From an optimization exercise on the open Yosys and OpenROAD flow, aimed at small area; shortcuts taken in it are not production practice.
The RTL was checked by simulation tests, not by an equivalence proof against the original design.
Power and IR drop assume default switching activity.

## run 1
==> flow/design.v (excerpt) <==
module trace_top (
   input  logic          trace_clk,
   input  logic          reset,
   input  trace_pkg::trace_nibble_t trace_data,
   input  trace_pkg::axil_addr_t    awaddr,
   input  logic          awvalid,
   output logic          awready,
   input  trace_pkg::axil_data_t    wdata,
   input  logic [3:0]    wstrb,
   input  logic          wvalid,
   output logic          wready,
   output logic [1:0]    bresp,
   output logic          bvalid,
   input  logic          bready,
   input  trace_pkg::axil_addr_t    araddr,
   input  logic          arvalid,
   output logic          arready,
   output trace_pkg::axil_data_t    rdata,
   output logic [1:0]    rresp,
   output logic          rvalid,
   input  logic          rready,
   output logic          match_event,
   output logic          trigger_match
);
   localparam int NR = 4;
   logic wr_ready;      
   logic wr_fire, rd_fire;
   assign awready = wr_ready;
   assign wready  = wr_ready;
   assign bresp   = 2'b00;
   assign rresp   = 2'b00;
   assign wr_fire = wr_ready && awvalid && wvalid;
   assign rd_fire = arready && arvalid;
   always_ff @(posedge trace_clk) begin
      if (reset) begin
         wr_ready <= 1'b0;
         bvalid   <= 1'b0;
         arready  <= 1'b0;
         rvalid   <= 1'b0;
      end else begin
         wr_ready <= awvalid && wvalid && !bvalid && !wr_ready;
         bvalid   <= wr_fire || (bvalid && !bready);
         arready  <= arvalid && !rvalid && !arready;
         rvalid   <= rd_fire || (rvalid && !rready);
      end
   end
   logic [31:0] wd;
   assign wd = wdata & {32{!reset}};
   logic [2:0]    trace_width;
   logic          arm;
   logic [NR-1:0] rule_enable;
   logic [NR-1:0] trig_enable;
   logic [31:0]   cfg [16];    
   logic wr_ctrl, wr_enable;
   assign wr_ctrl   = wr_fire && (awaddr == 8'h00);
   assign wr_enable = wr_fire && (awaddr == 8'h08);
   always_ff @(posedge trace_clk) begin
  ...
Size in the first run: ~2300 cells after synthesis, ~730 flip-flops.
clock: 5.5 ns
lec_check: 0
cap_margin: 20
core_margin: 2
core_utilization: 50
slew_margin: 20
standard.sh (not shown) runs the stock make flow with config.mk's settings and CLKGATE_MAP_FILE= SYNTH_SCRIPT=/design/flow/synth_recipe.tcl, a recipe that flattens the netlist after the stock synthesis.
==> flow/flow/run.sh <==
#!/bin/bash
# Standard ORFS layout (the standard.sh, unchanged synthesis, floorplan, power grid and
# routing) with two layout options changed:
#  - ports are buffered with sky130_fd_sc_hd__buf_1 instead of the default delay buffer;
#  - clock tree synthesis uses clkbuf_16 leaf clusters without dummy loads;
# Each step's full log is in orfs/logs/; make's own output is in flow_make.log.
set -euo pipefail
bash standard.sh \
  "BUFFER_PORTS_ARGS=-buffer_cell sky130_fd_sc_hd__buf_1" \
  "CTS_ARGS=-sink_clustering_enable -repair_clock_nets -dont_use_dummy_load -buf_list sky130_fd_sc_hd__clkbuf_16 -sink_clustering_size 25 -sink_clustering_max_diameter 90" \
  finish > flow_make.log 2>&1
test -f out/final.def
Run 1 ended with every stage complete and zero timing, DRC or antenna violations.
For run 2, these inputs were changed with respect to run 1:
--- a/flow/flow/run.sh
+++ b/flow/flow/run.sh
@@ -10 +10 @@
-  "CTS_ARGS=-sink_clustering_enable -repair_clock_nets -dont_use_dummy_load -buf_list sky130_fd_sc_hd__clkbuf_16 -sink_clustering_size 25 -sink_clustering_max_diameter 90" \
+  "CTS_ARGS=-sink_clustering_enable -repair_clock_nets -dont_use_dummy_load -buf_list sky130_fd_sc_hd__clkbuf_16 -sink_clustering_size 30 -sink_clustering_max_diameter 80" \
[summary]
Run 2 went all the way through the flow, and no timing, DRC or antenna check failed.
Run 1 has higher met3 capacity usage during global routing than run 2.
Total routed wirelength of run 1 is on par with run 2.
Measured against each other, run 2 and run 1 differ in worst path arrival time, the lower figure coming from run 2.
Diff run 1 -> run 2: delay of the slowest cell on the worst path down 150 ps; global-route met2 utilization down 0.50 points.
Between run 1 and run 2, the worst hold slack does not differ in any meaningful way.
Compared with run 1, run 2 supports a higher clock frequency.
Changes in run 3 relative to run 2:
--- a/flow/flow/run.sh
+++ b/flow/flow/run.sh
@@ -10 +10 @@
-  "CTS_ARGS=-sink_clustering_enable -repair_clock_nets -dont_use_dummy_load -buf_list sky130_fd_sc_hd__clkbuf_16 -sink_clustering_size 30 -sink_clustering_max_diameter 80" \
+  "CTS_ARGS=-sink_clustering_enable -repair_clock_nets -dont_use_dummy_load -buf_list sky130_fd_sc_hd__clkbuf_16 -sink_clustering_size 30 -sink_clustering_max_diameter 60" \
Findings:
In run 3 relative to run 2, number of clock buffers inserted by TritonCTS had gone up by more than a quarter. The switching share of power number comes out lower for run 3 vs run 2. Final critical-path required period: run 3 worse than run 2. Run 3: PASS, flow complete, no timing, DRC or antenna violations.

[port drivers added, routing unchanged]
How much do the figures lean on ideal ports? The routed layouts below were timed once more, with nothing changed but the port constraints. Step 1 sets driving cells, clkbuf_16 on the clock port and buf_2 on the other inputs (assumed; they add their load-dependent delay and slew). Step 2 also shifts input and output timing later by t, the mid clock arrival at the registers, as if the neighbouring blocks saw the same clock. a / b / c = no drivers / after step 1 / after step 2; a / b = the first two.
run	t, ns	setup slack, ns	worst setup path at the end
run 1	0.652	0.674 / 0.608 / 1.259	input to register
run 2	0.655	0.727 / 0.663 / 1.264	input to register
run 3	0.680	0.663 / 0.599 / 1.279	register to output
After both steps every run listed still meets setup and hold.
